This design comes from an exercise in tuning for small area, a short achievable clock period and few clock cycles on the open sky130 flow, not from production work.
Where RTL was checked, it was by simulation tests only, not by an equivalence proof against the original.
For runs 1, 2 and 8, only the layout was checked, not whether the RTL still works.
Power and IR drop assume default switching activity.

--- flow/flow/run.sh ---
#!/bin/bash
# standard layout, with plain buffers on the ports instead of the delay cells
# buffer_ports picks, and a clock tree without dummy loads
set -euo pipefail
bash standard.sh "BUFFER_PORTS_ARGS=-buffer_cell sky130_fd_sc_hd__buf_1" \
  "CTS_ARGS=-sink_clustering_enable -repair_clock_nets -dont_use_dummy_load -sink_clustering_size 30 -buf_list sky130_fd_sc_hd__clkbuf_8 -root_buf sky130_fd_sc_hd__clkbuf_16" \
  finish > standard.log 2>&1
--- flow/standard.sh ---
#!/bin/bash
# synth_recipe.tcl (not shown) runs the flow's synth.tcl, then flattens the netlist and writes it again
# the make line also repeats each setting of config.mk as NAME=value (left out here)
make -C /OpenROAD-flow-scripts/flow DESIGN_CONFIG=/design/flow/config.mk WORK_HOME=/design/flow/orfs CLKGATE_MAP_FILE= SYNTH_SCRIPT=/design/flow/synth_recipe.tcl "${@:-finish}"
--- flow/config.mk ---
export PLATFORM = sky130hd
export DESIGN_NAME = cab_bridge_top
export DESIGN_NICKNAME = cab_bridge_top
export VERILOG_FILES = /design/flow/design.v
export SDC_FILE = /design/flow/constraint.sdc
export NUM_CORES = 4
export LEC_CHECK = 0
export CAP_MARGIN = 20
export CORE_MARGIN = 2
export CORE_UTILIZATION = 75
export SETUP_SLACK_MARGIN = 3.7
export SLEW_MARGIN = 20
--- flow/constraint.sdc ---
create_clock -name core_clock -period 7.0 [get_ports {clk}]
set_input_delay 1.4000 -clock core_clock [delete_from_list [all_inputs] [get_ports {clk}]]
set_output_delay 1.4000 -clock core_clock [all_outputs]
set_load 0.01 [all_outputs]
--- flow/design.v ---
package cab_bus_pkg;
  typedef logic [15:0] addr_t;
  typedef logic [31:0] data_t;
  typedef logic [15:0] half_t;
  typedef union packed {
    struct packed {
      logic [13:0] offset;
      logic        rsvd;
      logic        wr;
    } hdr;
    half_t data;
  } sreq_word_u;
  typedef enum logic [1:0] {
    send_addr,
    send_wdata_lo,
    send_wdata_hi
  } send_state_t;
endpackage
package cab_map_pkg;
  localparam int CAB_WINDOW = 4096;
  localparam int HDR_OFS_LSB = 2;
  localparam int DEFAULT_TIMEOUT = 250000;
endpackage
`timescale 1ns/1ns
module cab_bridge #(
  parameter int O_DEPTH = 5,        
  parameter int SLOTS = 1,          
  parameter int TIMEOUT_CYCLES = 64
) (
  input  logic        clk,
  input  logic        rst_n,
  input  logic [31:0] maddr,
  input  logic [63:0] mwdata,
  input  logic [1:0]  mwr,
  input  logic [1:0]  mreq,
  output logic [1:0]  mrdy,
  output logic [1:0]  mdn,
  output logic [63:0] mrdata,
  input  logic [1:0]  srdy,
  input  logic [1:0]  sack,
  input  logic [31:0] sackdata,
  output logic [1:0]  sreq,
  output logic [31:0] sreqdata
);
  localparam int OC = $clog2(O_DEPTH + 1);
  localparam int CNT_W = $clog2(TIMEOUT_CYCLES + 1);
  logic          cur_m;             
  logic [1:0]    hv;                
  logic [1:0]    hw;                
  logic [9:0]    hofs [2];          
  logic [1:0]    p1, p2;            
  logic [1:0]    cs;                
  logic          wbv;               
  logic [31:0]   wbuf;
  logic [1:0]    o_mem [O_DEPTH];   
  logic [OC-1:0] o_cnt;
  logic [OC-1:0] wd_cnt [2];        
  logic [1:0]    rd_out [2];        
  logic [1:0]    rcnt [2];          
  logic [1:0]    r_wp, r_rp;        
  logic [1:0]    hsel;              
  logic [31:0]   rmem [2][SLOTS];
  logic [CNT_W-1:0] t_cnt;
  logic          ans;               
  logic [SLOTS-1:0] sel [2];        
  logic [1:0]    ok_q;              
  logic [1:0]  l_map, l_sl;         
  logic [1:0]  rdy_l;
  logic [1:0]  l_acc;               
  logic        m1;
  logic        a_wr;
  logic [9:0]  a_ofs;
  logic [31:0] a_wd;
  logic [1:0]  push;
  logic        o_push;
  logic        w_push;
  logic        acc;
  logic [1:0]  xfer;
  logic [1:0]  lastw;
  for (genvar m = 0; m < 2; m++) begin : g_lane
    assign l_map[m] = maddr[m*16 + 13 +: 3] == 3'b000;
    assign l_sl[m] = maddr[m*16 + 12];
    assign rdy_l[m] = (l_sl[m] ? ok_q[1] : ok_q[0]) && !(mwr[m] && wbv);
    assign l_acc[m] = mreq[m] && rdy_l[m] && l_map[m];
  end
  assign mrdy = rdy_l;
  assign acc = (mreq[0] && rdy_l[0]) || (mreq[1] && rdy_l[1]);
  assign push[0] = (l_acc[0] && !l_sl[0]) || (l_acc[1] && !l_sl[1]);
  assign push[1] = (l_acc[0] && l_sl[0]) || (l_acc[1] && l_sl[1]);
  assign o_push = l_acc[0] || l_acc[1];
  assign w_push = (l_acc[0] && mwr[0]) || (l_acc[1] && mwr[1]);
  assign m1 = mreq[1];
  assign a_wr = (mreq[0] && mwr[0]) || (mreq[1] && mwr[1]);
  assign a_ofs = ({10{mreq[0]}} & maddr[11:2]) | ({10{mreq[1]}} & maddr[27:18]);
  assign a_wd = ({32{mreq[0]}} & mwdata[31:0]) | ({32{mreq[1]}} & mwdata[63:32]);
  for (genvar s = 0; s < 2; s++) begin : g_x
    assign xfer[s] = srdy[s] && cs[s];
    assign lastw[s] = !hw[s] || p2[s];
  end
  logic          hd_s, hd_w;        
  logic          nh_s, nh_w;        
  logic [OC-1:0] o_base, o_inc;     
  logic          o_left;            
  logic          o_full_nx;
  logic          h_wait;
  logic          t_hit_nx;
  logic [1:0]    hv_nx, hw_nx, p1_nx, p2_nx, cs_nx;
  logic [1:0]    wpop, rpop, rtake;
  logic [1:0]    rd_sent, wr_sent, rpush;
  logic [OC-1:0] wd_nx [2];
  logic [1:0]    wd_nz_nx;
  logic [1:0]    rd_out_nx [2];
  logic [1:0]    rd_nz_nx;
  logic [1:0]    rd_room_nx;
  logic [1:0]    rcnt_nx [2];
  logic [1:0]    rc_nz_nx;
  logic [1:0]    r_rp_nx;
  logic [1:0]    nh_rd;             
  logic          h_wait_nx;
  logic          ans_nx;
  logic          wbv_nx;
  assign {hd_s, hd_w} = o_mem[0];
  assign {nh_s, nh_w} = ans ? o_mem[1] : o_mem[0];
  assign o_base = ans ? o_cnt - 1'b1 : o_cnt;
  assign o_inc = ans ? o_cnt : o_cnt + 1'b1;
  assign o_left = o_base != '0;
  assign o_full_nx = o_push ? (o_inc == OC'(O_DEPTH)) : (o_base == OC'(O_DEPTH));
  for (genvar s = 0; s < 2; s++) begin : g_nx
    logic [OC-1:0] wd_base, wd_inc;
    logic [1:0]    rd_base, rd_inc, rc_base, rc_inc;
    assign nh_rd[s] = o_left && !nh_w && nh_s == s[0];
    assign rd_sent[s] = xfer[s] && !hw[s];
    assign wr_sent[s] = xfer[s] && p2[s];
    assign rpush[s] = sack[s] && hsel[s];
    assign wpop[s] = ans && hd_w && hd_s == s[0];
    assign rpop[s] = ans && !hd_w && hd_s == s[0];
    assign rtake[s] = rpop[s] && rcnt[s] != 2'd0;
    assign wd_base = wpop[s] ? wd_cnt[s] - 1'b1 : wd_cnt[s];
    assign wd_inc = wpop[s] ? wd_cnt[s] : wd_cnt[s] + 1'b1;
    assign wd_nx[s] = wr_sent[s] ? wd_inc : wd_base;
    assign wd_nz_nx[s] = wr_sent[s] || wd_base != '0;
    assign rd_base = rpop[s] ? rd_out[s] - 1'b1 : rd_out[s];
    assign rd_inc = rpop[s] ? rd_out[s] : rd_out[s] + 1'b1;
    assign rd_out_nx[s] = rd_sent[s] ? rd_inc : rd_base;
    assign rd_nz_nx[s] = rd_sent[s] || rd_base != '0;
    assign rd_room_nx[s] = rd_sent[s] ?
        (rd_inc < 2'(SLOTS) || (rd_inc == 2'(SLOTS) && nh_rd[s])) :
        (rd_base < 2'(SLOTS) || (rd_base == 2'(SLOTS) && nh_rd[s]));
    assign rc_base = rtake[s] ? rcnt[s] - 1'b1 : rcnt[s];
    assign rc_inc = rtake[s] ? rcnt[s] : rcnt[s] + 1'b1;
    assign rcnt_nx[s] = (SLOTS > 1) ? (rpush[s] ? rc_inc : rc_base) : {1'b0, rpush[s] || rc_base[0]};
    assign rc_nz_nx[s] = rpush[s] || rc_base != '0;
    assign r_rp_nx[s] = (SLOTS > 1) && (r_rp[s] ^ rtake[s]);
    assign hv_nx[s] = push[s] || (hv[s] && !(xfer[s] && lastw[s]));
    assign hw_nx[s] = push[s] ? a_wr : hw[s];
    assign p1_nx[s] = push[s] ? 1'b0 : xfer[s] ? (hw[s] && !p1[s] && !p2[s]) : p1[s];
    assign p2_nx[s] = push[s] ? 1'b0 : xfer[s] ? p1[s] : p2[s];
    assign cs_nx[s] = hv_nx[s] && (hw_nx[s] || rd_room_nx[s]);
  end
  assign h_wait = o_cnt != '0 && !hd_w && rd_out[hd_s] != '0 && rcnt[hd_s] == '0;
  assign t_hit_nx = h_wait && !ans && t_cnt == CNT_W'(TIMEOUT_CYCLES - 2);
  assign h_wait_nx = o_left && !nh_w && rd_nz_nx[nh_s] && !rc_nz_nx[nh_s];
  assign ans_nx = o_left && (nh_w ? wd_nz_nx[nh_s] : (rc_nz_nx[nh_s] || (t_hit_nx && h_wait_nx)));
  assign wbv_nx = w_push || (wbv && !wr_sent[0] && !wr_sent[1]);
  always_ff @(posedge clk or negedge rst_n) begin
    if (!rst_n) begin
      cur_m <= 1'b0;
      hv <= '0;
      p1 <= '0;
      p2 <= '0;
      cs <= '0;
      wbv <= 1'b0;
      o_cnt <= '0;
      t_cnt <= '0;
      ans <= 1'b0;
      mdn <= '0;
      r_wp <= '0;
      r_rp <= '0;
      hsel <= '0;
      ok_q <= '0;
      for (int s = 0; s < 2; s++) begin
        wd_cnt[s] <= '0;
        rd_out[s] <= '0;
        rcnt[s] <= '0;
        sel[s] <= '0;
      end
    end else begin
      if (acc) cur_m <= m1;
      hv <= hv_nx;
      p1 <= p1_nx;
      p2 <= p2_nx;
      cs <= cs_nx;
      wbv <= wbv_nx;
      o_cnt <= o_push ? o_inc : o_base;
      t_cnt <= (h_wait && !ans) ? t_cnt + 1'b1 : '0;
      ans <= ans_nx;
      mdn <= ans_nx ? (cur_m ? 2'b10 : 2'b01) : 2'b00;
      r_rp <= r_rp_nx;
      for (int s = 0; s < 2; s++) begin
        wd_cnt[s] <= wd_nx[s];
        rd_out[s] <= rd_out_nx[s];
        rcnt[s] <= rcnt_nx[s];
        if (sack[s]) hsel[s] <= !hsel[s];
        if (rpush[s] && SLOTS > 1) r_wp[s] <= !r_wp[s];
        for (int k = 0; k < SLOTS; k++) begin
          sel[s][k] <= nh_rd[s] && rc_nz_nx[s] && r_rp_nx[s] == k[0];
        end
        ok_q[s] <= !hv_nx[s] && !o_full_nx;
      end
    end
  end
  always_ff @(posedge clk) begin
    for (int i = 0; i < O_DEPTH; i++) begin
      if (o_push && OC'(i) == o_base) begin
        o_mem[i] <= {push[1], a_wr};
      end else if (ans && i < O_DEPTH - 1) begin
        o_mem[i] <= o_mem[i + 1];
      end
    end
  end
  always_ff @(posedge clk) begin
    for (int s = 0; s < 2; s++) begin
      if (push[s]) begin
        hw[s] <= a_wr;
        hofs[s] <= a_ofs;
      end
      if (sack[s] && !hsel[s]) rmem[s][SLOTS > 1 ? r_wp[s] : 1'b0][15:0] <= sackdata[s*16 +: 16];
      if (sack[s] && hsel[s]) rmem[s][SLOTS > 1 ? r_wp[s] : 1'b0][31:16] <= sackdata[s*16 +: 16];
    end
    if (w_push) wbuf <= a_wd;
  end
  for (genvar s = 0; s < 2; s++) begin : g_out
    assign sreq[s] = srdy[s] && cs[s];
    assign sreqdata[s*16 +: 16] = p1[s] ? wbuf[15:0] :
                                  p2[s] ? wbuf[31:16] : {4'b0, hofs[s], 1'b0, hw[s]};
  end
  logic [31:0] rd;
  always_comb begin
    rd = '0;
    for (int s = 0; s < 2; s++)
      for (int k = 0; k < SLOTS; k++)
        rd = rd | ({32{sel[s][k]}} & rmem[s][k]);
  end
  assign mrdata = {rd, rd};
endmodule
`timescale 1ns/1ns
module cab_bridge_top (
  input  logic        clk,
  input  logic        rst_n,
  input  logic [31:0] maddr,
  input  logic [63:0] mwdata,
  input  logic [1:0]  mwr,
  input  logic [1:0]  mreq,
  output logic [1:0]  mrdy,
  output logic [1:0]  mdn,
  output logic [63:0] mrdata,
  input  logic [1:0]  srdy,
  input  logic [1:0]  sack,
  input  logic [31:0] sackdata,
  output logic [1:0]  sreq,
  output logic [31:0] sreqdata
);
  cab_bridge u_bridge (.*);
endmodule
==> results of run 1 <==
power by group:
group | leakage [nW] | switching [mW] | internal (mW)
clock | 0.127 | 0.295 | 0.230
combinational | 1.52 | 0.788 | 0.542
sequential | 1.68 | 0.302 | 1.31
total | 3.33 | 1.38 | 2.09
repair_timing:
| item | CTS | global route |
|---|---|---|
| buffers inserted | 2 | 8 |
| gates resized for setup | 22 | 23 |
| pin swaps | 0 | 1 |
| setup endpoints to repair | 92 | 77 |
registers in the layout (all words and copies together), names as in the netlist, 2 cells and up:
signal and cells:
u_bridge.rmem 64, u_bridge.wbuf 32, u_bridge.hofs 20, u_bridge.o_mem 10
u_bridge.t_cnt 7, u_bridge.wd_cnt 6, u_bridge.rd_out 4, u_bridge.o_cnt 3
u_bridge.cs 2, u_bridge.hsel 2, u_bridge.hv 2, u_bridge.hw 2
u_bridge.mdn 2, u_bridge.ok_q 2, u_bridge.p1 2, u_bridge.p2 2
u_bridge.rcnt 2, u_bridge.sel 2
cell type report:
cell class	count	area, um^2
Timing Repair Buffer	247	1020
Clock buffer	17	245
Multi-Input combinational cell	395	2880
Antenna cell	1	2.50
Inverter	18	72.6
Fill cell	472	1180
Sequential cell	169	4840
Tap cell	136	170
worst max-delay path, cell delays in order:
cell     delay [ns]
buf_12         0.11
mux2i_4        0.18
a21oi_2        0.15
buf_2          0.16
per-stage QoR:
stage | worst slack, ns | hold slack (ns) | util (%) | std cells
after floorplan | 3.72 | 0.425 | - | 650
after global placement | 2.99 | 0.467 | 84.3 | 955
after detailed placement | 2.87 | 0.478 | 84.3 | 955
after CTS | 3.56 | 0.490 | 87.3 | 974
after global routing | 3.57 | 0.502 | 88.6 | 982
final | 3.59 | 0.486 | 88.6 | 983
cell families (layout without fill, tap and decap cells):
group,after synthesis,in the layout,share of synthesized area (%)
XOR/XNOR,22,22,2.38
AND/OR/NAND/NOR,162,162,10.6
other,0,1,0
adder cells (fa/ha/maj),9,9,1.39
AO/OA/AOI/OAI,165,165,15.7
buffers and inverters,86,282,5.54
multiplexers,37,37,4.72
flip-flops,169,169,59.7
per-layer routing:
layer / wire length, um / track usage [%]
met5: 0 / 0
met4: 739 / 16.1
met3: 1820 / 6.23
met2: 10700 / 58.0
met1: 7110 / 39.3
placed cells by master (no fill, tap or decap), types with 8 or more instances in the layout:
master    count
buf_1       223
edfxtp_1    124
a22o_1       80
nand2_1      53
dfrtp_1      35
o21ai_0      34
nor2_1       27
mux2i_1      26
clkbuf_8     16
inv_1        15
xnor2_1      15
buf_4        12
nand3_1      11
a21oi_1      10
nor3_1        9
ha_1          9
nand2b_1      8
final timing paths:
kind	start	end	cells after the start
hold reg to reg	u_bridge.hsel[1]$_DFFE_PN0P_	u_bridge.hsel[1]$_DFFE_PN0P_	1
hold / removal	u_bridge.hsel[1]$_DFFE_PN0P_	u_bridge.hsel[1]$_DFFE_PN0P_	1
setup / recovery	maddr[12]	mrdy[0]	4
max in group asynchronous	rst_n	u_bridge.p2[0]$_DFFE_PN0P_	1
setup reg to reg	u_bridge.o_cnt[0]$_DFF_PN0_	u_bridge.cs[0]$_DFF_PN0_	7
min in group asynchronous	rst_n	u_bridge.wd_cnt[0][2]$_DFFE_PN0P_	1
==> run_results.csv, run 1 <==
group,metric,value,unit
worst_setup_path,critical_path_required,5.60,ns
timing,finalCritPeriodShare,48.7,%
clocking,clk_latency,0.38,ns
placed_design,port_buffers,235,
worst_setup_path,worst-r2r-setup-slack,4.18,ns
routing,via_count,6290,
clocking,clk_path_buf_depth,2,
final_layout,drive_above_1_share,9.22,%
synth,synth.most_common_cell,"edfxtp_1",
grt,grt.total_usage,33.1,%
grt,grt_max_degree,46,
synth,synthArstFlopShare,24.3,%
pwr,finalPower,3.47,mW
routing,routed_wl,20.4,mm
status,status,"complete, no violations",
synth,ys_seq_area_share,59.7,%
worst_setup_path,start_kind,"input pin",
clocking,htreeDepth,4,
timing,rsz0062_at_grt,"true",
worst_setup_path,path_max_fanout,4,
final_layout,final_nets,995,
synth,yosys.area.top_type,"edfxtp_1",
routing,wire_per_inst,20.8,um
synth,synth_area_leaders,"edfxtp_1, dfrtp_1, a22o_1",
synth,synth_top_area_share,46.0,%
floorplan,io_pins,240,
synth,synth_nets,797,
timing,min_period,3.41,ns
worst_setup_path,worstSetupPathType,"in -> out",
grt,grt_pass1_wl,29.0,mm
timing,hold_viol,0,
timing,setup_viol,0,
clocking,tritoncts,"yes",
timing,maxSlewHeadroom,36.6,%
timing,fin_skew,0.0212,ns
grt,overflow,0,
synth,ys_ff_latch,169,
timing,finalMaxSlewViolations,0,
worst_hold_path,hold_path_class,"reg -> reg",
floorplan,die_w,108,um
placed_design,dpl_cell_area,8780,um^2
floorplan,die_h,108,um
placed_design,dp_hpwl,13.7,mm
floorplan,dieArea,11600,um^2
routing,route.detailed.drc,0,
timing,worst_slew_pin_slew,0.950,ns
routing,drtIter0Drc,554,
placed_design,routabilityCongestion,0.884,
clocking,cts_root_buf,"clkbuf_16",
clocking,cts_buffers,17,
grt,grt_pass1_vias,5977,
synth,avgSynthCellArea,12.4,um^2
synth,yosys_warnings,11,
floorplan,start_util,77.6,%
pwr,ir_drop,253,uV
synth,synth_top_cells_by_count,"edfxtp_1, a22o_1, nand2_1, dfrtp_1, o21ai_0",
job,cap_violations,0,
synth,synth_ff_type,"edfxtp_1",
timing,fin_setup_tns,0,ns
floorplan,rows,37,
routing,first_pass_iters,5,
worst_setup_path,arrival,2.01,ns
final_layout,area_growth,14.1,%
routing,ant_nets,0,
floorplan,core_area,10400,um^2
grt,antenna_found_initial,1,
clocking,clock_sinks,169,
synth,syn_inst,650,
synth,ys_types,65,
clocking,cts_hold_buf,0,
synth,synth_area,8090,um^2
routing,vias_per_cell,6.40,
pwr,p_per_area,376,nW/um^2
pwr,p_leak,3.33,nW
clocking,path_clk_slew,0.07,ns
timing,max_freq,293,MHz
worst_setup_path,end_kind,"primary output",
synth,synth_edf_count,124,
final_layout,final_area,9230,um^2
==> inputs of run 2 (changes only) <==
--- a/flow/config.mk
+++ b/flow/config.mk
@@ -7,6 +7,6 @@
 export LEC_CHECK = 0
 export CAP_MARGIN = 20
 export CORE_MARGIN = 2
-export CORE_UTILIZATION = 75
-export SETUP_SLACK_MARGIN = 3.7
+export CORE_UTILIZATION = 65
+export SETUP_SLACK_MARGIN = 3.5
 export SLEW_MARGIN = 20
==> run_results.csv, run 2 <==
group,metric,value,unit
status,status,"complete, no violations",
timing,fin_skew,0.0246,ns
worst_setup_path,critical_path_required,5.60,ns
final_layout,drive_above_1_share,6.56,%
floorplan,die_h,116,um
floorplan,io_pins,240,
synth,synthArstFlopShare,24.3,%
worst_setup_path,worstSetupPathType,"in -> out",
synth,synth_area,8090,um^2
job,cap_violations,0,
synth,avgSynthCellArea,12.4,um^2
synth,synth.most_common_cell,"edfxtp_1",
synth,synth_area_leaders,"edfxtp_1, dfrtp_1, a22o_1",
timing,setup_viol,0,
floorplan,start_util,67.1,%
clocking,clk_path_buf_depth,2,
synth,ys_seq_area_share,59.7,%
placed_design,placed_cells,987,
pwr,finalPower,3.39,mW
floorplan,core_area,12100,um^2
timing,maxSlewHeadroom,31.0,%
synth,ys_ff_latch,169,
synth,syn_inst,650,
routing,via_count,5961,
final_layout,final_nets,987,
worst_setup_path,start_kind,"input pin",
placed_design,port_buffers,235,
timing,finalMaxSlewViolations,0,
pwr,p_leak,3.25,nW
worst_setup_path,end_kind,"primary output",
worst_setup_path,slowest_delay,0.31,ns
timing,finalCritPeriodShare,49.4,%
synth,yosys.area.top_type,"edfxtp_1",
worst_setup_path,arrival,2.06,ns
timing,fin_setup_tns,0,ns
timing,whs,0.482,ns
clocking,cts_root_buf,"clkbuf_16",
floorplan,die_w,116,um
floorplan,dieArea,13400,um^2
timing,max_freq,289,MHz
worst_setup_path,crit_buf_inv,2,
pwr,p_per_area,372,nW/um^2
worst_setup_path,path_delay_family,"multiplexers",
timing,min_period,3.46,ns
worst_setup_path,path_max_fanout,4,
clocking,clock_sinks,169,
clocking,cts_hold_buf,0,
routing,routed_wl,18.4,mm
routing,first_pass_iters,7,
timing,worst_slew_pin_slew,1.03,ns
clocking,htreeDepth,4,
grt,grt_pass1_vias,5639,
grt,overflow,0,
synth,synth_edf_count,124,
clocking,tritoncts,"yes",
worst_hold_path,hold_path_class,"reg -> reg",
clocking,path_clk_slew,0.06,ns
final_layout,most-common-layout-cells,"buf_1, edfxtp_1, a22o_1",
clocking,clk_latency,0.38,ns
routing,route.detailed.drc,0,
placed_design,routabilityCongestion,0.915,
synth,synth_top_area_share,46.0,%
grt,grt_max_degree,46,
synth,synth_ff_type,"edfxtp_1",
routing,wire_per_inst,18.3,um
worst_setup_path,worst-r2r-setup-slack,4.22,ns
grt,grt.total_usage,27.5,%
worst_setup_path,crit_path_cell_trace,"buf_4 -> mux2i_4 -> a21oi_2 -> buf_2",
synth,synth_top_cells_by_count,"edfxtp_1, a22o_1, nand2_1, dfrtp_1, o21ai_0",
timing,rsz0062_at_grt,"true",
synth,synth_nets,797,
synth,yosys_warnings,11,
clocking,cts_buffers,17,
floorplan,rows,40,
routing,vias_per_cell,5.93,
pwr,ir_drop,237,uV
synth,ys_types,65,
routing,drtIter0Drc,389,
final_layout,final_cells,1006,
routing,ant_nets,0,
final_layout,largest_reg_flops,64,
worst_setup_path,slowest_stage,"mux2i_4",
timing,hold_viol,0,
final_layout,final_util,75.6,%
final_layout,diodes,0,
grt,antenna_found_initial,0,
placed_design,dp_hpwl,13.4,mm
grt,grt_pass1_wl,27.8,mm
final_layout,mostFrequentLayoutCell,"buf_1",
final_layout,area_growth,12.8,%
-- run 2: cell type report --
class / count / area, um^2
clock buffers: 17 / 245
fillers: 789 / 2940
inverters: 18 / 68.8
multi-input cells: 395 / 2840
flip-flops and latches: 169 / 4830
well taps: 168 / 210
repair buffers: 239 / 927
-- run 2: worst paths after layout --
kind / from / endpoint / depth (start not counted)
setup / recovery: maddr[28] / mrdy[1] / 4
hold / removal: u_bridge.t_cnt[0]$_DFF_PN0_ / u_bridge.t_cnt[0]$_DFF_PN0_ / 1
setup reg to reg: u_bridge.o_cnt[0]$_DFF_PN0_ / u_bridge.cs[0]$_DFF_PN0_ / 7
hold reg to reg: u_bridge.t_cnt[0]$_DFF_PN0_ / u_bridge.t_cnt[0]$_DFF_PN0_ / 1
max in group asynchronous: rst_n / u_bridge.p2[0]$_DFFE_PN0P_ / 1
min in group asynchronous: rst_n / u_bridge.hsel[0]$_DFFE_PN0P_ / 1
-- run 2: where the power goes --
part / total (mW) / switching (mW) / leakage [nW] / internal [mW]
registers: 1.60 / 0.289 / 1.69 / 1.31
logic: 1.27 / 0.747 / 1.44 / 0.527
clock network: 0.518 / 0.289 / 0.127 / 0.229
-- run 2: repair_timing --
action                     in CTS  in global routing
setup endpoints to repair      47                 47
setup buffers                   1                  1
gates resized for setup         8                 10
-- run 2: worst register-to-register path, cell delays in order (launching register included) --
cell      delay (ns)
dfrtp_1         0.54
inv_1           0.14
ha_1            0.27
xnor2_1         0.20
a41oi_1         0.68
nand2_1         0.23
o311ai_0        0.45
a22o_1          0.20
-- run 2: logic make-up (layout without fill, tap and decap cells) --
| logic type | count (synthesis) | after routing | synth area share, % |
|---|---|---|---|
| XOR/XNOR | 22 | 22 | 2.38 |
| flip-flops | 169 | 169 | 59.7 |
| buffers and inverters | 86 | 274 | 5.54 |
| adder cells (fa/ha/maj) | 9 | 9 | 1.39 |
| AND/OR/NAND/NOR | 162 | 162 | 10.6 |
| multiplexers | 37 | 37 | 4.72 |
| AO/OA/AOI/OAI | 165 | 165 | 15.7 |
-- run 2: metrics by stage --
stage               cell area, um^2  setup slack [ns]
floorplan                      8090              3.65
global placement               8820              2.99
detailed placement             8820              2.91
CTS                            9100              3.46
global route                   9120              3.46
finish                         9120              3.54
-- run 2: layer usage --
metal | part of all wire [%] | track usage (%) | up-vias
li1 | - | - | 2786
met4 | 1.7 | 9.72 | 0
met3 | 6.9 | 6.22 | 24
met5 | 0 | 0 | -
met1 | 40 | 33.8 | 2876
met2 | 52 | 47.8 | 275
==> inputs of run 3 (changes only) <==
--- a/flow/design.v
+++ b/flow/design.v
@@ -24,8 +24,7 @@
 `timescale 1ns/1ns
 module cab_bridge #(
   parameter int O_DEPTH = 5,        
-  parameter int SLOTS = 1,          
-  parameter int TIMEOUT_CYCLES = 64
+  parameter int SLOTS = 1           
 ) (
   input  logic        clk,
   input  logic        rst_n,
@@ -43,7 +42,7 @@
   output logic [31:0] sreqdata
 );
   localparam int OC = $clog2(O_DEPTH + 1);
-  localparam int CNT_W = $clog2(TIMEOUT_CYCLES + 1);
+  localparam logic [5:0] T_HIT = 6'b100000;
   logic          cur_m;             
   logic [1:0]    hv;                
   logic [1:0]    hw;                
@@ -60,7 +59,7 @@
   logic [1:0]    r_wp, r_rp;        
   logic [1:0]    hsel;              
   logic [31:0]   rmem [2][SLOTS];
-  logic [CNT_W-1:0] t_cnt;
+  logic [5:0]    t_cnt;             
   logic          ans;               
   logic [SLOTS-1:0] sel [2];        
   logic [1:0]    ok_q;              
@@ -158,7 +157,7 @@
     assign cs_nx[s] = hv_nx[s] && (hw_nx[s] || rd_room_nx[s]);
   end
   assign h_wait = o_cnt != '0 && !hd_w && rd_out[hd_s] != '0 && rcnt[hd_s] == '0;
-  assign t_hit_nx = h_wait && !ans && t_cnt == CNT_W'(TIMEOUT_CYCLES - 2);
+  assign t_hit_nx = h_wait && !ans && t_cnt == T_HIT;
   assign h_wait_nx = o_left && !nh_w && rd_nz_nx[nh_s] && !rc_nz_nx[nh_s];
   assign ans_nx = o_left && (nh_w ? wd_nz_nx[nh_s] : (rc_nz_nx[nh_s] || (t_hit_nx && h_wait_nx)));
   assign wbv_nx = w_push || (wbv && !wr_sent[0] && !wr_sent[1]);
@@ -192,7 +191,7 @@
       cs <= cs_nx;
       wbv <= wbv_nx;
       o_cnt <= o_push ? o_inc : o_base;
-      t_cnt <= (h_wait && !ans) ? t_cnt + 1'b1 : '0;
+      t_cnt <= (h_wait && !ans) ? {t_cnt[4:0], t_cnt[5] ~^ t_cnt[4]} : '0;
       ans <= ans_nx;
       mdn <= ans_nx ? (cur_m ? 2'b10 : 2'b01) : 2'b00;
       r_rp <= r_rp_nx;
--- a/flow/config.mk
+++ b/flow/config.mk
@@ -7,6 +7,6 @@
 export LEC_CHECK = 0
 export CAP_MARGIN = 20
 export CORE_MARGIN = 2
-export CORE_UTILIZATION = 65
-export SETUP_SLACK_MARGIN = 3.5
+export CORE_UTILIZATION = 85
+export SETUP_SLACK_MARGIN = 3.9
 export SLEW_MARGIN = 20
==> run_results.csv, run 3 <==
group,metric,value,unit
floorplan,rows,35,
synth,synth_edf_count,124,
clocking,cts_hold_buf,0,
synth,synth_top_area_share,47.2,%
synth,synth_nets,772,
synth,synth_top_cells_by_count,"edfxtp_1, a22o_1, nand2_1, dfrtp_1, o21ai_0",
clocking,cts_root_buf,"clkbuf_16",
clocking,clock_sinks,168,
clocking,post_cts_buffers,21,
synth,ys_ff_latch,168,
placed_design,port_buffers,235,
synth,synth.most_common_cell,"edfxtp_1",
synth,yosys.area.top_type,"edfxtp_1",
placed_design,dpl_cell_area,8560,um^2
clocking,cts_buffers,17,
floorplan,die_w,100,um
synth,yosys_warnings,11,
placed_design,routabilityCongestion,0.879,
placed_design,dp_hpwl,15.0,mm
floorplan,io_pins,240,
placed_design,place_ws,2.48,ns
synth,synth_ff_type,"edfxtp_1",
synth,avgSynthCellArea,12.6,um^2
synth,syn_inst,626,
floorplan,die_h,100,um
clocking,cts_resized,59,
floorplan,start_util,86.6,%
synth,synth_area,7890,um^2
status,stop_stage,"clock tree synthesis (4_1_cts)",
clocking,htreeDepth,4,
synth,synth_area_leaders,"edfxtp_1, dfrtp_1, a22o_1",
synth,synthArstFlopShare,23.8,%
status,error,"[ERROR DPL-0038] Utilization greater than 100%, impossible to legalize",
synth,ys_types,64,
clocking,clk_path_buf_depth,2,
synth,ys_seq_area_share,60.9,%
placed_design,placed_cells,904,
status,status,"stopped before the end",
==> run 3: changes by cell type after synthesis, moves of 4 or more <==
cell | previous run | this run
mux2_2 | 3 | 12
buf_2 | 1 | 6
mux2_1 | 6 | 1
nand2_1 | 55 | 50
nand2b_1 | 8 | 3
xnor2_1 | 15 | 10
o21ai_0 | 34 | 38
or2_2 | 5 | 1
==> run 3: how the worst max path moves through the flow <==
stage | end | slack [ns] | depth (start not counted)
floorplan | u_bridge.cs[1]$_DFF_PN0_ | 3.73 | 7
global placement | u_bridge.cs[1]$_DFF_PN0_ | 2.64 | 6
detailed placement | u_bridge.cs[1]$_DFF_PN0_ | 2.48 | 6
==> run 3: cell families after synthesis <==
logic type	count (synthesis)	share of synthesized area, %
and+or+nand+nor	137	8.72
DFF	168	60.9
buffers and inverters	91	6.09
AOI/OAI and AO/OA	162	15.4
xor gates and xnor gates	19	2.11
adders and majority gates	9	1.40
muxes	40	5.34
==> run 3: through the flow <==
step	util [%]	hold WS [ns]	total power [mW]
3_5_place_dp	93.9	0.420	2.84
3_3_place_gp	93.9	0.414	2.71
2_1_floorplan	-	0.403	2.42
==> run 3: power groups by stage <==
stage	combinational (mW)	clock [mW]	sequential, mW
2_1_floorplan	1.01	0	1.41
3_3_place_gp	1.15	0	1.56
3_5_place_dp	1.24	0	1.60
Testbench counts of run 3, summed over its fixed seeds: cycles 37,465.
==> inputs of run 4 (changes only) <==
--- a/flow/config.mk
+++ b/flow/config.mk
@@ -7,6 +7,6 @@
 export LEC_CHECK = 0
 export CAP_MARGIN = 20
 export CORE_MARGIN = 2
-export CORE_UTILIZATION = 85
-export SETUP_SLACK_MARGIN = 3.9
+export CORE_UTILIZATION = 75
+export SETUP_SLACK_MARGIN = 3.7
 export SLEW_MARGIN = 20
==> run_results.csv, run 4 <==
group,metric,value,unit
grt,grt_max_degree,46,
grt,grt_pass1_wl,29.7,mm
synth,yosys_warnings,11,
clocking,cts_buffers,17,
synth,synth_edf_count,124,
worst_setup_path,worstSetupPathType,"in -> out",
grt,grt_pass1_vias,5991,
floorplan,rows,37,
grt,overflow,0,
clocking,clk_path_buf_depth,2,
clocking,htreeDepth,4,
floorplan,core_area,10300,um^2
synth,ys_seq_area_share,60.9,%
timing,max_freq,294,MHz
routing,ant_nets,0,
final_layout,most-common-layout-cells,"buf_1, edfxtp_1, a22o_1",
pwr,finalPower,3.37,mW
timing,fin_setup_tns,0,ns
floorplan,start_util,76.8,%
timing,rsz0062_at_grt,"true",
worst_setup_path,slowest_stage,"a21oi_2",
grt,grtUsageMet1,39.7,%
worst_setup_path,crit_path_cell_trace,"buf_6 -> mux2i_2 -> a21oi_2 -> buf_2",
timing,maxSlewHeadroom,39.0,%
placed_design,routabilityCongestion,0.883,
timing,finalCritPeriodShare,48.7,%
synth,syn_inst,626,
clocking,clock_sinks,168,
timing,hold_viol,0,
timing,fin_skew,0.0180,ns
timing,setup_viol,0,
synth,synth_area,7890,um^2
grt,grtUsageMet3,8.15,%
synth,ys_types,64,
worst_hold_path,hold_path_class,"reg -> reg",
final_layout,area_growth,13.9,%
placed_design,port_buffers,235,
pwr,ir_drop,192,uV
synth,synth_top_cells_by_count,"edfxtp_1, a22o_1, nand2_1, dfrtp_1, o21ai_0",
timing,finalMaxSlewViolations,0,
clocking,tritoncts,"yes",
routing,drtIter0Drc,488,
routing,route.detailed.drc,0,
pwr,p_per_area,375,nW/um^2
synth,avgSynthCellArea,12.6,um^2
synth,yosys.area.top_type,"edfxtp_1",
grt,grt.met2_usage,61.7,%
synth,synth_top_area_share,47.2,%
grt,grt.total_usage,34.7,%
clocking,path_clk_slew,0.06,ns
clocking,cts_root_buf,"clkbuf_16",
worst_setup_path,start_kind,"input pin",
timing,whs,0.429,ns
worst_setup_path,crit_buf_inv,2,
grt,antenna_found_initial,0,
final_layout,final_area,8980,um^2
floorplan,die_h,107,um
routing,wire_per_inst,20.4,um
final_layout,final_nets,965,
grt,top_usage_layer,"met2",
synth,synth_area_leaders,"edfxtp_1, dfrtp_1, a22o_1",
synth,ys_ff_latch,168,
routing,via_count,6015,
final_layout,diodes,0,
worst_setup_path,end_kind,"primary output",
routing,first_pass_iters,5,
synth,synth_nets,772,
final_layout,mostFrequentLayoutCell,"buf_1",
final_layout,largest_reg_flops,64,
job,cap_violations,0,
worst_setup_path,arrival,2.01,ns
worst_setup_path,critical_path_required,5.60,ns
synth,synth.most_common_cell,"edfxtp_1",
timing,min_period,3.41,ns
clocking,cts_hold_buf,0,
synth,synthArstFlopShare,23.8,%
floorplan,io_pins,240,
synth,synth_ff_type,"edfxtp_1",
routing,routed_wl,19.4,mm
status,status,"complete, no violations",
placed_design,dp_hpwl,13.5,mm
worst_setup_path,path_max_fanout,3,
pwr,p_leak,3.26,nW
clocking,clk_latency,0.37,ns
timing,worst_slew_pin_slew,0.915,ns
floorplan,dieArea,11400,um^2
floorplan,die_w,107,um
routing,vias_per_cell,6.31,
worst_setup_path,slowest_delay,0.18,ns
placed_design,dpl_cell_area,8570,um^2
worst_setup_path,path_delay_family,"buffers and inverters",
final_layout,drive_above_1_share,9.18,%
[run 4: cell counts after synthesis]
Identical to the previous run, type by type.
[run 4: per-stage QoR]
step	std cells	util [%]	worst slack, ns
6_report	953	87.4	3.59
5_1_grt	953	87.4	3.59
4_1_cts	951	87.0	3.61
3_5_place_dp	930	83.4	2.71
3_3_place_gp	930	83.4	2.79
2_1_floorplan	626	-	3.72
[run 4: worst paths after layout]
kind	from	slack [ns]	cells past startpoint	to
hold reg to reg	u_bridge.cur_m$_DFFE_PN0P_	0.43	1	u_bridge.mdn[0]$_DFF_PN0_
setup reg to reg	u_bridge.o_cnt[0]$_DFF_PN0_	4.05	7	u_bridge.cs[1]$_DFF_PN0_
min in group asynchronous	rst_n	1.16	1	u_bridge.t_cnt[3]$_DFF_PN0_
setup / recovery	maddr[28]	3.59	4	mrdy[1]
hold / removal	u_bridge.cur_m$_DFFE_PN0P_	0.43	1	u_bridge.mdn[0]$_DFF_PN0_
max in group asynchronous	rst_n	5.20	1	u_bridge.p1[0]$_DFFE_PN0P_
[run 4: final cells by class]
| cell class | instances | area (um^2) |
|---|---|---|
| Tap cell | 136 | 170 |
| Fill cell | 509 | 1290 |
| Sequential cell | 168 | 4810 |
| Timing Repair Buffer | 244 | 1000 |
| Multi-Input combinational cell | 367 | 2680 |
| Inverter | 21 | 78.8 |
| Clock buffer | 17 | 245 |
[run 4: cell families after synthesis]
group / count (synthesis) / share of synthesized area (%)
flops: 168 / 60.9
compound gates: 162 / 15.4
simple gates: 137 / 8.72
buf+inv: 91 / 6.09
mux: 40 / 5.34
xor+xnor: 19 / 2.11
fa+ha+maj: 9 / 1.40
[run 4: repair_timing]
action | CTS | global route
setup endpoints to repair | 130 | 73
setup buffers | 4 | 2
hold endpoints to repair | 0 | 0
pin swaps | 1 | 2
gates resized for setup | 36 | 7
cloned | 0 | 0
[run 4: routing by layer]
layer	wire length [um]	vias to the layer above
li1	-	2684
met3	1640	66
met2	10300	363
met1	6780	2902
met4	649	0
met5	0	-
[run 4: report_power, final]
group	leakage [nW]	internal [mW]	switching [mW]
Combinational	1.46	0.520	0.745
Sequential	1.67	1.30	0.289
Clock	0.127	0.230	0.282
==> inputs of run 5 (changes only) <==
--- a/flow/design.v
+++ b/flow/design.v
@@ -172,7 +172,6 @@
       o_cnt <= '0;
       t_cnt <= '0;
       ans <= 1'b0;
-      mdn <= '0;
       r_wp <= '0;
       r_rp <= '0;
       hsel <= '0;
@@ -193,7 +192,6 @@
       o_cnt <= o_push ? o_inc : o_base;
       t_cnt <= (h_wait && !ans) ? {t_cnt[4:0], t_cnt[5] ~^ t_cnt[4]} : '0;
       ans <= ans_nx;
-      mdn <= ans_nx ? (cur_m ? 2'b10 : 2'b01) : 2'b00;
       r_rp <= r_rp_nx;
       for (int s = 0; s < 2; s++) begin
         wd_cnt[s] <= wd_nx[s];
@@ -233,6 +231,7 @@
     assign sreqdata[s*16 +: 16] = p1[s] ? wbuf[15:0] :
                                   p2[s] ? wbuf[31:16] : {4'b0, hofs[s], 1'b0, hw[s]};
   end
+  assign mdn = {ans && cur_m, ans && !cur_m};
   logic [31:0] rd;
   always_comb begin
     rd = '0;
--- a/flow/config.mk
+++ b/flow/config.mk
@@ -5,6 +5,7 @@
 export SDC_FILE = /design/flow/constraint.sdc
 export NUM_CORES = 4
 export LEC_CHECK = 0
+export ABC_AREA = 1
 export CAP_MARGIN = 20
 export CORE_MARGIN = 2
 export CORE_UTILIZATION = 75
==> run_results.csv, run 5 <==
group,metric,value,unit
clocking,htreeDepth,4,
worst_setup_path,r2r-end,"u_bridge.cs[1]$_DFF_PN0_",
synth,avgSynthCellArea,10.4,um^2
clocking,cts_buffers,17,
floorplan,start_util,76.3,%
timing,rsz0062_at_grt,"true",
clocking,cts_hold_buf,0,
floorplan,die_h,106,um
worst_setup_path,critical_path_required,5.60,ns
final_layout,multi_input_area,2380,um^2
worst_setup_path,r2r_cells,8,
floorplan,core_area,10200,um^2
worst_setup_path,rr_startpoint,"u_bridge.ans$_DFF_PN0_",
worst_setup_path,slowest_stage,"a21boi_4",
timing,hold_viol,0,
final_layout,final_cells,1101,
pwr,combPwrFrac,40.7,%
worst_setup_path,crit_cells,4,
final_layout,largest_reg_flops,64,
timing,setup_viol,0,
synth,synth_area,7810,um^2
routing,drtIter0Drc,706,
routing,routed_wl,20.4,mm
timing,fin_setup_tns,0,ns
pwr,ir_drop,238,uV
worst_setup_path,arrival,1.96,ns
pwr,clock_power_share,15.4,%
synth,yosys_warnings,11,
worst_setup_path,worstSetupPathType,"in -> out",
pwr,p_per_area,376,nW/um^2
pwr,p_leak,3.75,nW
final_layout,ff_latch_area,4760,um^2
pwr,switching_power,1.41,mW
clocking,clock_sinks,166,
grt,grt.total_usage,35.6,%
timing,fin_skew,0.0280,ns
routing,route.detailed.drc,0,
synth,synth_nets,897,
timing,fin_ws,3.64,ns
pwr,intPower,1.98,mW
clocking,cts_root_buf,"clkbuf_16",
clocking,clk_latency,0.38,ns
synth,synth_edf_count,124,
floorplan,dieArea,11200,um^2
synth,yosys.area.top_type,"edfxtp_1",
synth,synthArstFlopShare,22.9,%
placed_design,dp_hpwl,13.4,mm
placed_design,routabilityCongestion,0.896,
clocking,clk_path_buf_depth,2,
worst_setup_path,crit_buf_inv,2,
grt,grt_pass1_wl,30.4,mm
job,cap_violations,0,
routing,via_count,6664,
timing,maxSlewHeadroom,46.4,%
final_layout,drive_above_1_share,7.46,%
synth,ys_types,35,
worst_hold_path,min_path_cells,2,
worst_setup_path,end_kind,"primary output",
timing,worst_slew_pin_slew,0.804,ns
worst_setup_path,path_max_fanout,3,
routing,ant_nets,0,
routing,wire_per_inst,18.6,um
worst_setup_path,crit_path_cell_trace,"buf_1 -> nand2_1 -> a21boi_4 -> buf_2",
timing,finalCritPeriodShare,48.0,%
worst_setup_path,start_kind,"input pin",
timing,finalMaxSlewViolations,0,
floorplan,io_pins,240,
clocking,path_clk_slew,0.06,ns
placed_design,port_buffers,235,
final_layout,diodes,0,
worst_setup_path,path_delay_family,"buffers and inverters",
final_layout,fillers,510,
worst_hold_path,min_from,"u_bridge.t_cnt[0]$_DFF_PN0_",
grt,overflow,0,
routing,vias_per_cell,6.05,
synth,synth_area_leaders,"edfxtp_1, dfrtp_1, a22o_1",
final_layout,most-common-layout-cells,"buf_1, nand2_1, edfxtp_1",
synth,ys_ff_latch,166,
synth,synth.most_common_cell,"nand2_1",
final_layout,area_growth,15.4,%
routing,first_pass_iters,7,
worst_hold_path,hold_path_class,"reg -> reg",
placed_design,place_ws,3.44,ns
grt,antenna_found_initial,0,
synth,synth_top_area_share,47.7,%
pwr,swShare,41.6,%
synth,syn_inst,751,
worst_hold_path,min_to,"u_bridge.t_cnt[1]$_DFF_PN0_",
floorplan,rows,37,
final_layout,final_nets,1113,
placed_design,placed_cells,1069,
worst_setup_path,slowest_delay,0.21,ns
timing,min_period,3.36,ns
synth,synth_top_cells_by_count,"nand2_1, edfxtp_1, inv_1, a22o_1, nor2_1",
final_layout,mostFrequentLayoutCell,"buf_1",
timing,max_freq,298,MHz
synth,synth_ff_type,"edfxtp_1",
worst_setup_path,worst-r2r-setup-slack,4.84,ns
status,status,"complete, no violations",
grt,grt_max_degree,48,
floorplan,die_w,106,um
clocking,tritoncts,"yes",
pwr,seqPwrFrac,43.9,%
synth,ys_seq_area_share,60.9,%
grt,grt_pass1_vias,6289,
==> run 5: changes by cell type after synthesis, moves of 16 or more <==
cell	delta
nand3_1	+16
inv_1	+75
nand2_1	+91
a21oi_1	+41
mux2i_1	-26
nor2_1	+34
==> run 5: kinds of logic (layout without fill, tap and decap cells) <==
group | after synthesis | after routing | synth area share (%)
simple gates | 242 | 242 | 12.7
compound gates | 173 | 173 | 15.1
flops | 166 | 166 | 60.9
buf+inv | 153 | 367 | 9.06
xor+xnor | 9 | 9 | 1.01
fa+ha+maj | 8 | 8 | 1.28
==> run 5: worst reg2reg max path: stages (launching register included) <==
cell and delay, ns:
dfrtp_1 0.76, nand3_1 0.38, o21ai_0 0.40, nand2_1 0.12, nand2_1 0.13, nand2_1 0.06, nand2_1 0.10, nor2_1 0.06
nor2_1 0.08
==> run 5: power by group through the flow <==
stage	clock network, mW	logic (mW)	registers (mW)
final	0.522	1.38	1.49
after global routing	0.559	1.51	1.51
after CTS	0.520	1.29	1.47
after detailed placement	0	1.24	1.48
after global placement	0	1.18	1.46
after floorplan	0	0.969	1.38
==> run 5: what timing repair did <==
| item | 4_1_cts | 5_1_grt |
|---|---|---|
| buffers inserted | 5 | 9 |
| setup endpoints to repair | 41 | 40 |
| pin swaps | 2 | 3 |
| gates resized for setup | 18 | 18 |
==> run 5: worst max-delay path by stage <==
stage                   start                           to  slack [ns]
floorplan           maddr[14]   u_bridge.wbuf[0]$_DFFE_PP_        3.71
global placement    maddr[12]                      mrdy[0]        3.57
detailed placement    mreq[0]  u_bridge.wbuf[23]$_DFFE_PP_        3.44
CTS                 maddr[12]                      mrdy[0]        3.62
global route           mwr[0]                      mrdy[0]        3.63
finish                 mwr[0]                      mrdy[0]        3.64
==> run 5: stage by stage <==
step / power, mW / utilization [%] / hold WS (ns) / cell area (um^2)
2_1_floorplan: 2.35 / - / 0.460 / 7810
5_1_grt: 3.57 / 88.1 / 0.525 / 9010
6_report: 3.39 / 88.1 / 0.489 / 9010
4_1_cts: 3.28 / 86.6 / 0.498 / 8860
3_3_place_gp: 2.64 / 83.6 / 0.468 / 8550
3_5_place_dp: 2.72 / 83.6 / 0.484 / 8550
==> run 5: final cells by class <==
type	count	share of cell area (%)
Inverter	96	4.19
Tap cell	136	1.89
Sequential cell	166	52.8
Timing Repair Buffer	254	12.0
Multi-Input combinational cell	432	26.4
Clock buffer	17	2.72
==> run 5: routing by layer <==
metal | vias up | track usage, % | wire length [um]
li1 | 2979 | - | -
met1 | 3111 | 42.4 | 6940
met2 | 495 | 63.0 | 10800
met3 | 79 | 6.50 | 1850
met4 | 0 | 17.0 | 857
met5 | - | 0 | 0
Testbench counts of run 5, summed over its fixed seeds: cycles 37,465.
==> inputs of run 6 (changes only) <==
--- a/flow/config.mk
+++ b/flow/config.mk
@@ -5,9 +5,8 @@
 export SDC_FILE = /design/flow/constraint.sdc
 export NUM_CORES = 4
 export LEC_CHECK = 0
-export ABC_AREA = 1
 export CAP_MARGIN = 20
 export CORE_MARGIN = 2
 export CORE_UTILIZATION = 75
-export SETUP_SLACK_MARGIN = 3.7
+export SETUP_SLACK_MARGIN = 4
 export SLEW_MARGIN = 20
==> run_results.csv, run 6 <==
group,metric,value,unit
status,status,"complete, no violations",
final_layout,largest_reg_flops,64,
final_layout,fillers,370,
final_layout,final_util,91.8,%
pwr,p_leak,3.45,nW
final_layout,diodes,0,
job,cap_violations,0,
synth,yosys.area.top_type,"edfxtp_1",
worst_setup_path,end_kind,"primary output",
worst_setup_path,worst-r2r-setup-slack,4.17,ns
synth,yosys_warnings,11,
synth,ys_types,56,
grt,antenna_found_initial,0,
worst_setup_path,arrival,2.01,ns
worst_setup_path,r2r-end,"u_bridge.cs[0]$_DFF_PN0_",
grt,grt_pass1_vias,5996,
final_layout,multi_input_area,2710,um^2
synth,synth_nets,759,
timing,rsz0062_at_grt,"true",
final_layout,final_nets,990,
synth,synth_top_cells_by_count,"edfxtp_1, a22o_1, nand2_1, dfrtp_1, o21ai_0",
final_layout,mostFrequentLayoutCell,"buf_1",
timing,setup_viol,0,
synth,synth.most_common_cell,"edfxtp_1",
final_layout,most-common-layout-cells,"buf_1, edfxtp_1, a22o_1",
clocking,clk_path_buf_depth,2,
timing,finalCritPeriodShare,48.8,%
final_layout,area_growth,20.3,%
grt,grt.total_usage,35.4,%
grt,overflow,0,
clocking,tritoncts,"yes",
synth,ys_ff_latch,166,
synth,synthArstFlopShare,22.9,%
grt,grt_max_degree,46,
clocking,path_clk_slew,0.07,ns
pwr,p_per_area,364,nW/um^2
timing,worst_slew_pin_slew,0.976,ns
floorplan,start_util,76.3,%
floorplan,io_pins,240,
clocking,cts_root_buf,"clkbuf_16",
worst_setup_path,rr_startpoint,"u_bridge.o_cnt[0]$_DFF_PN0_",
routing,vias_per_cell,6.53,
grt,grt_pass1_wl,29.9,mm
routing,first_pass_iters,6,
floorplan,dieArea,11200,um^2
floorplan,die_h,106,um
routing,route.detailed.drc,0,
timing,fin_skew,0.0377,ns
floorplan,rows,37,
final_layout,ff_latch_area,4780,um^2
worst_setup_path,start_kind,"input pin",
synth,synth_edf_count,124,
timing,finalMaxSlewViolations,0,
routing,drtIter0Drc,693,
timing,maxSlewHeadroom,35.0,%
timing,max_freq,293,MHz
timing,hold_viol,0,
worst_hold_path,hold_path_class,"reg -> reg",
routing,ant_nets,0,
final_layout,drive_above_1_share,14.6,%
routing,routed_wl,22.1,mm
clocking,clock_sinks,166,
floorplan,core_area,10200,um^2
clocking,cts_hold_buf,0,
placed_design,routabilityCongestion,0.857,
worst_setup_path,r2r_cells,8,
worst_setup_path,critical_path_required,5.60,ns
placed_design,port_buffers,235,
clocking,cts_buffers,17,
pwr,ir_drop,297,uV
clocking,clk_latency,0.38,ns
worst_hold_path,min_path_cells,1,
clocking,htreeDepth,4,
worst_setup_path,worstSetupPathType,"in -> out",
routing,via_count,6384,
synth,synth_area,7770,um^2
timing,min_period,3.41,ns
worst_setup_path,path_max_fanout,2,
routing,wire_per_inst,22.5,um
synth,synth_ff_type,"edfxtp_1",
synth,synth_top_area_share,47.9,%
floorplan,die_w,106,um
worst_hold_path,min_to,"u_bridge.hsel[1]$_DFFE_PN0P_",
placed_design,dp_hpwl,12.1,mm
worst_hold_path,min_from,"u_bridge.hsel[1]$_DFFE_PN0P_",
timing,fin_setup_tns,0,ns
synth,avgSynthCellArea,12.7,um^2
synth,syn_inst,613,
synth,synth_area_leaders,"edfxtp_1, dfrtp_1, a22o_1",
synth,ys_seq_area_share,61.2,%
run 6: cell count changes after synthesis, sizes merged, moves of 7 or more:
cell and delta:
nand2 -93, xnor2 +12, o21ai +7, clkbuf +11
nor2b +9, o22ai -11, nor2 -29, mux2 +8
nand3 -16, a22o +8, inv -74, mux2i +27
a21oi -41
run 6: timing repair:
action                     4_1_cts  5_1_grt
setup endpoints to repair      187       99
gates resized for setup         57       33
pin swaps                        8        3
setup buffers                   20       18
gates cloned                     2        0
hold endpoints to repair         0        0
run 6: cell type report:
type	instances	area share, %
clock buffer	17	2.62
sequential	166	51.1
inverter	22	0.910
timing repair buffer	278	14.6
multi-input combinational	359	28.9
tap	136	1.82
run 6: logic make-up (layout without fill, tap and decap cells):
logic type / after synthesis / in the layout / synth area share [%]
DFF: 166 / 166 / 61.2
adders and majority gates: 10 / 10 / 1.55
muxes: 35 / 35 / 4.69
AOI/OAI and AO/OA: 153 / 153 / 15.0
and+or+nand+nor: 140 / 140 / 9.23
xor gates and xnor gates: 21 / 21 / 2.37
buffers and inverters: 88 / 317 / 5.91
run 6: critical path, stage by stage:
cell and delay [ns]:
buf_8 0.10, mux2i_4 0.19, a21oi_2 0.16, buf_2 0.16
run 6: worst max-delay path by stage:
stage | from | end | depth (start not counted)
after floorplan | mreq[1] | u_bridge.cs[0]$_DFF_PN0_ | 7
after global placement | mreq[1] | u_bridge.cs[1]$_DFF_PN0_ | 7
after detailed placement | mreq[1] | u_bridge.cs[1]$_DFF_PN0_ | 7
after CTS | maddr[28] | mrdy[1] | 4
after global routing | maddr[28] | mrdy[1] | 4
final | maddr[28] | mrdy[1] | 4
run 6: layer usage:
metal	global-route usage, %	wire length (um)	share of wire (%)	vias up
met5	0	0	0	-
met4	19.3	1330	6.0	0
met3	5.94	2160	9.8	124
met2	62.3	11200	51	567
met1	41.6	7410	34	3004
li1	-	-	-	2689
run 6: metrics by stage:
stage               hold slack [ns]  cells  power [mW]  instance area [um^2]  setup slack (ns)
floorplan                     0.455    613        2.34                  7840              3.64
global placement              0.469    921        2.59                  8530              2.76
detailed placement            0.478    921        2.65                  8530              2.62
CTS                           0.491    960        3.23                  9120              3.65
global route                  0.512    978        3.54                  9350              3.59
finish                        0.493    978        3.40                  9350              3.59
run 6: power breakdown:
| part | total, mW | switching (mW) | internal [mW] |
|---|---|---|---|
| Clock | 0.521 | 0.292 | 0.230 |
| Sequential | 1.53 | 0.243 | 1.29 |
| Combinational | 1.35 | 0.796 | 0.550 |
| Total | 3.40 | 1.33 | 2.07 |
==> inputs of run 7 (changes only) <==
--- a/flow/config.mk
+++ b/flow/config.mk
@@ -8,5 +8,5 @@
 export CAP_MARGIN = 20
 export CORE_MARGIN = 2
 export CORE_UTILIZATION = 75
-export SETUP_SLACK_MARGIN = 4
+export SETUP_SLACK_MARGIN = 3.7
 export SLEW_MARGIN = 20
==> run_results.csv, run 7 <==
group,metric,value,unit
clocking,cts_buffers,17,
grt,grt_pass1_vias,5801,
worst_setup_path,rr_startpoint,"u_bridge.o_cnt[0]$_DFF_PN0_",
worst_setup_path,crit_path_cell_trace,"buf_8 -> mux2i_2 -> a21oi_2 -> buf_2",
synth,synth_edf_count,124,
synth,ys_types,56,
final_layout,most-common-layout-cells,"buf_1, edfxtp_1, a22o_1",
worst_setup_path,path_max_fanout,2,
worst_hold_path,min_from,"u_bridge.t_cnt[0]$_DFF_PN0_",
timing,rsz0062_at_grt,"true",
timing,fin_ws,3.63,ns
worst_setup_path,start_kind,"input pin",
worst_setup_path,arrival,1.97,ns
floorplan,io_pins,240,
timing,min_period,3.37,ns
placed_design,place_ws,2.58,ns
clocking,clk_path_buf_depth,2,
clocking,clk_latency,0.37,ns
timing,fin_skew,0.0291,ns
floorplan,rows,37,
clocking,cts_root_buf,"clkbuf_16",
routing,route.detailed.drc,0,
floorplan,die_w,106,um
timing,finalCritPeriodShare,48.1,%
synth,synth_nets,759,
placed_design,dpl_cell_area,8470,um^2
worst_setup_path,crit_cells,4,
status,status,"complete, no violations",
worst_setup_path,path_delay_family,"buffers and inverters",
worst_setup_path,slowest_stage,"a21oi_2",
timing,maxSlewHeadroom,34.5,%
worst_hold_path,min_path_cells,2,
floorplan,core_area,10200,um^2
floorplan,dieArea,11200,um^2
grt,antenna_found_initial,0,
final_layout,largest_reg_flops,64,
synth,yosys_warnings,11,
grt,grt_pass1_wl,28.4,mm
synth,synth.most_common_cell,"edfxtp_1",
floorplan,start_util,76.3,%
clocking,path_clk_slew,0.07,ns
worst_setup_path,slowest_delay,0.16,ns
worst_setup_path,end_kind,"primary output",
final_layout,area_growth,15.7,%
synth,yosys.area.top_type,"edfxtp_1",
synth,synth_top_cells_by_count,"edfxtp_1, a22o_1, nand2_1, dfrtp_1, o21ai_0",
synth,synth_area_leaders,"edfxtp_1, dfrtp_1, a22o_1",
routing,vias_per_cell,6.15,
floorplan,die_h,106,um
synth,syn_inst,613,
placed_design,port_buffers,235,
final_layout,final_area,8980,um^2
placed_design,routabilityCongestion,0.830,
routing,via_count,5883,
final_layout,mostFrequentLayoutCell,"buf_1",
pwr,p_per_area,361,nW/um^2
synth,ys_seq_area_share,61.2,%
pwr,p_leak,3.25,nW
pwr,ir_drop,298,uV
worst_setup_path,crit_start,"maddr[28]",
clocking,htreeDepth,4,
clocking,cts_hold_buf,0,
routing,wire_per_inst,19.8,um
pwr,finalPower,3.24,mW
timing,setup_viol,0,
routing,ant_nets,0,
grt,grt.total_usage,33.3,%
timing,fin_setup_tns,0,ns
routing,drtIter0Drc,510,
timing,finalMaxSlewViolations,0,
worst_setup_path,worst-r2r-setup-slack,4.06,ns
job,cap_violations,0,
grt,grt_max_degree,46,
final_layout,final_util,88.2,%
worst_setup_path,critical_path_required,5.60,ns
final_layout,drive_above_1_share,10.0,%
synth,ys_ff_latch,166,
timing,worst_slew_pin_slew,0.983,ns
routing,first_pass_iters,6,
worst_setup_path,crit_path_end,"mrdy[1]",
synth,synth_area,7770,um^2
final_layout,final_nets,968,
worst_setup_path,worstSetupPathType,"in -> out",
timing,hold_viol,0,
worst_setup_path,r2r_cells,8,
worst_setup_path,crit_buf_inv,2,
final_layout,diodes,0,
synth,avgSynthCellArea,12.7,um^2
timing,max_freq,297,MHz
placed_design,dp_hpwl,12.2,mm
routing,routed_wl,18.9,mm
clocking,clock_sinks,166,
synth,synthArstFlopShare,22.9,%
grt,overflow,0,
synth,synth_top_area_share,47.9,%
synth,synth_ff_type,"edfxtp_1",
worst_setup_path,r2r-end,"u_bridge.cs[0]$_DFF_PN0_",
clocking,tritoncts,"yes",
worst_hold_path,hold_path_class,"reg -> reg",
run 7: cell types whose count changed in the layout (fill, tap and decap cells not counted), moves of 5 or more:
cell / delta
buf_1: +7
buf_4: -16
dfrtp_2: +5
dfrtp_4: -6
o21ai_0: +8
o21ai_1: -7
run 7: kinds of logic after synthesis:
family	synth area share (%)
compound gates	15.0
xor+xnor	2.37
fa+ha+maj	1.55
buf+inv	5.91
flops	61.2
mux	4.69
simple gates	9.23
run 7: layout make-up:
type	count	area, um^2
Multi-Input combinational cell	359	2610
Sequential cell	166	4760
Inverter	22	82.6
Tap cell	136	170
Fill cell	478	1200
Clock buffer	17	245
Timing Repair Buffer	256	1110
run 7: worst min-delay path by stage:
stage / to / slack, ns
floorplan: u_bridge.hsel[0]$_DFFE_PN0P_ / 0.46
global placement: u_bridge.hsel[1]$_DFFE_PN0P_ / 0.47
detailed placement: u_bridge.wd_cnt[1][2]$_DFFE_PN0P_ / 0.49
CTS: u_bridge.t_cnt[1]$_DFF_PN0_ / 0.48
global route: u_bridge.t_cnt[1]$_DFF_PN0_ / 0.50
finish: u_bridge.t_cnt[1]$_DFF_PN0_ / 0.49
run 7: stage by stage:
step | instances | hold WS, ns
after floorplan | 613 | 0.455
after global placement | 920 | 0.469
after detailed placement | 920 | 0.488
after CTS | 952 | 0.479
after global routing | 956 | 0.499
final | 956 | 0.485
run 7: metal layers:
| layer | wire, um | global-route usage (%) | part of all wire (%) |
|---|---|---|---|
| met1 | 6660 | 38.5 | 35 |
| met4 | 546 | 12.2 | 2.9 |
| met3 | 1520 | 5.81 | 8.0 |
| met2 | 10200 | 61.8 | 54 |
| met5 | 0 | 0 | 0 |
run 7: where the power goes:
part	switching, mW	internal, mW	total [mW]
registers	0.252	1.28	1.54
logic	0.686	0.510	1.20
clock network	0.284	0.229	0.514
total	1.22	2.02	3.24
run 7: worst register-to-register path, delay by kind of cell, from the launching register on:
family	cells	cell delay, ns
buf+inv	1	0.16
compound gates	3	0.92
simple gates	2	0.47
fa+ha+maj	2	0.82
flops	1	0.51
run 7: timing repair:
item	CTS	global route
endpoints found under the setup margin	92	126
buffers inserted	15	3
cloned	0	1
pin swaps	3	3
resized for setup	29	12
==> inputs of run 8 (changes only) <==
--- a/flow/design.v
+++ b/flow/design.v
@@ -79,7 +79,7 @@
   for (genvar m = 0; m < 2; m++) begin : g_lane
     assign l_map[m] = maddr[m*16 + 13 +: 3] == 3'b000;
     assign l_sl[m] = maddr[m*16 + 12];
-    assign rdy_l[m] = (l_sl[m] ? ok_q[1] : ok_q[0]) && !(mwr[m] && wbv);
+    assign rdy_l[m] = l_sl[m] ? ok_q[1] : ok_q[0];
     assign l_acc[m] = mreq[m] && rdy_l[m] && l_map[m];
   end
   assign mrdy = rdy_l;
@@ -202,7 +202,7 @@
         for (int k = 0; k < SLOTS; k++) begin
           sel[s][k] <= nh_rd[s] && rc_nz_nx[s] && r_rp_nx[s] == k[0];
         end
-        ok_q[s] <= !hv_nx[s] && !o_full_nx;
+        ok_q[s] <= !hv_nx[s] && !o_full_nx && !wbv_nx;
       end
     end
   end
==> run_results.csv, run 8 <==
group,metric,value,unit
status,status,"complete, no violations",
grt,overflow,0,
worst_setup_path,end_kind,"primary output",
clocking,clk_latency,0.37,ns
worst_hold_path,min_from,"u_bridge.hsel[1]$_DFFE_PN0P_",
worst_setup_path,path_delay_family,"multiplexers",
worst_setup_path,crit_buf_inv,2,
routing,first_pass_iters,6,
synth,yosys_warnings,11,
grt,grt.total_usage,35.1,%
clocking,tritoncts,"yes",
timing,fin_setup_tns,0,ns
timing,max_freq,299,MHz
final_layout,final_cells,997,
placed_design,dpl_cell_area,8730,um^2
pwr,ir_drop,270,uV
final_layout,final_nets,1009,
floorplan,core_area,10400,um^2
clocking,htreeDepth,4,
timing,fin_skew,0.0317,ns
final_layout,most-common-layout-cells,"buf_1, edfxtp_1, a22o_1",
worst_setup_path,worstSetupPathType,"in -> out",
pwr,p_leak,3.38,nW
routing,via_count,6469,
timing,whs,0.493,ns
floorplan,start_util,77.6,%
floorplan,die_w,108,um
job,cap_violations,0,
routing,drtIter0Drc,778,
routing,met2WireLength,10.8,mm
worst_setup_path,path_max_fanout,2,
grt,antenna_found_initial,0,
worst_setup_path,r2r_cells,7,
pwr,swShare,39.7,%
final_layout,mostFrequentLayoutCell,"buf_1",
routing,routed_wl,20.5,mm
final_layout,final_util,87.8,%
routing,top_layer_used,"met4",
timing,hold_viol,0,
worst_hold_path,min_path_cells,1,
floorplan,dieArea,11600,um^2
timing,rsz0062_at_grt,"true",
synth,synth_area_leaders,"edfxtp_1, dfrtp_1, a22o_1",
grt,grt_pass1_vias,6223,
worst_setup_path,slowest_delay,0.32,ns
clocking,clk_path_buf_depth,2,
floorplan,io_pins,240,
pwr,clock_power_share,15.4,%
worst_setup_path,crit_path_cell_trace,"buf_8 -> mux2_4 -> buf_6",
floorplan,die_h,108,um
synth,synth_area,8050,um^2
pwr,combPwrFrac,39.1,%
synth,syn_inst,672,
worst_setup_path,critical_path_required,5.60,ns
pwr,finalPower,3.40,mW
worst_hold_path,min_to,"u_bridge.hsel[1]$_DFFE_PN0P_",
routing,vias_per_cell,6.49,
placed_design,place_ws,3.12,ns
clocking,path_clk_slew,0.07,ns
synth,ys_types,65,
routing,m1WireLength,7.18,mm
grt,grt_max_degree,49,
timing,finalMaxSlewViolations,0,
synth,avgSynthCellArea,12.0,um^2
worst_setup_path,r2r-end,"u_bridge.cs[1]$_DFF_PN0_",
worst_setup_path,slowest_stage,"mux2_4",
routing,ant_nets,0,
synth,synth_edf_count,124,
routing,wire_per_inst,20.6,um
clocking,cts_root_buf,"clkbuf_16",
worst_setup_path,worst-r2r-setup-slack,4.35,ns
timing,min_period,3.34,ns
pwr,intPower,2.05,mW
synth,synth.most_common_cell,"edfxtp_1",
timing,setup_viol,0,
worst_setup_path,start_kind,"input pin",
synth,synthArstFlopShare,22.9,%
synth,ys_seq_area_share,59.1,%
synth,synth_ff_type,"edfxtp_1",
placed_design,dp_hpwl,13.9,mm
final_layout,diodes,0,
worst_hold_path,hold_path_class,"reg -> reg",
final_layout,fillers,505,
synth,synth_top_area_share,46.3,%
timing,finalCritPeriodShare,47.8,%
placed_design,port_buffers,235,
worst_setup_path,arrival,1.94,ns
timing,worst_slew_pin_slew,0.964,ns
clocking,cts_buffers,17,
final_layout,largest_reg_flops,64,
final_layout,drive_above_1_share,8.13,%
floorplan,rows,37,
routing,wl_met3,1.89,mm
placed_design,routabilityCongestion,0.899,
grt,grt_pass1_wl,30.9,mm
pwr,p_per_area,373,nW/um^2
synth,synth_top_cells_by_count,"edfxtp_1, a22o_1, nand2_1, o21ai_0, dfrtp_1",
worst_setup_path,rr_startpoint,"u_bridge.o_cnt[0]$_DFF_PN0_",
synth,ys_ff_latch,166,
synth,synth_nets,818,
final_layout,final_area,9110,um^2
placed_design,placed_cells,974,
routing,route.detailed.drc,0,
pwr,switching_power,1.35,mW
timing,fin_ws,3.66,ns
clocking,clock_sinks,166,
pwr,seqPwrFrac,45.5,%
final_layout,area_growth,13.2,%
timing,maxSlewHeadroom,35.8,%
synth,yosys.area.top_type,"edfxtp_1",
run 8: repair_timing:
action,4_1_cts,5_1_grt
setup buffers,5,1
resized for setup,27,8
hold endpoints to repair,0,0
hold buffers,0,0
endpoints found under the setup margin,44,17
run 8: worst max-delay path by stage:
stage                         start  cells past startpoint                        endpoint
after detailed placement    mreq[1]                      6  u_bridge.o_mem[1][0]$_DFFE_PP_
after floorplan             mreq[1]                      4      u_bridge.wbuf[0]$_DFFE_PP_
after CTS                   srdy[1]                      4                         sreq[1]
after global routing      maddr[12]                      3                         mrdy[0]
after global placement      mreq[1]                      6  u_bridge.o_mem[3][1]$_DFFE_PP_
final                     maddr[12]                      3                         mrdy[0]
run 8: final cells by class:
cell class	count	area [um^2]	share of cell area (%)
clock buffer	17	245	2.69
multi-input combinational	401	2790	30.7
timing repair buffer	245	1010	11.1
sequential	166	4760	52.3
tap	136	170	1.87
inverter	32	123	1.35
run 8: kinds of logic (layout without fill, tap and decap cells):
kind of cell | count (synthesis) | count (layout) | share of synthesized area, %
buffers and inverters | 105 | 294 | 6.56
AOI/OAI and AO/OA | 182 | 182 | 16.7
and+or+nand+nor | 156 | 156 | 9.64
muxes | 36 | 36 | 4.73
adders and majority gates | 8 | 8 | 1.24
xor gates and xnor gates | 19 | 19 | 2.07
DFF | 166 | 166 | 59.1
run 8: routing by layer:
metal,up-vias,track usage [%]
met3,62,7.99
met4,0,13.7
met2,483,62.9
li1,2845,-
met5,-,0
met1,3079,41.0
run 8: power by group through the flow:
| stage | clock network (mW) | logic (mW) | registers [mW] |
|---|---|---|---|
| 6_report | 0.523 | 1.33 | 1.55 |
| 5_1_grt | 0.560 | 1.45 | 1.57 |
| 4_1_cts | 0.521 | 1.30 | 1.53 |
| 3_5_place_dp | 0 | 1.25 | 1.54 |
| 3_3_place_gp | 0 | 1.20 | 1.53 |
| 2_1_floorplan | 0 | 1.08 | 1.38 |
run 8: worst reg2reg max path: cells and delay by family (launching register included):
family | cells | cell delay (ns)
buf+inv | 1 | 0.20
simple gates | 1 | 0.21
flops | 1 | 0.52
compound gates | 4 | 1.12
fa+ha+maj | 1 | 0.44

Re-timed with assumed drivers on the ports (clkbuf_16 on the clock, buf_2 on other inputs), run 8 has 3.616 ns of setup slack against 3.656 ns with ideal ports, and 3.438 ns once port delays also move by the mid clock arrival of 0.400 ns.
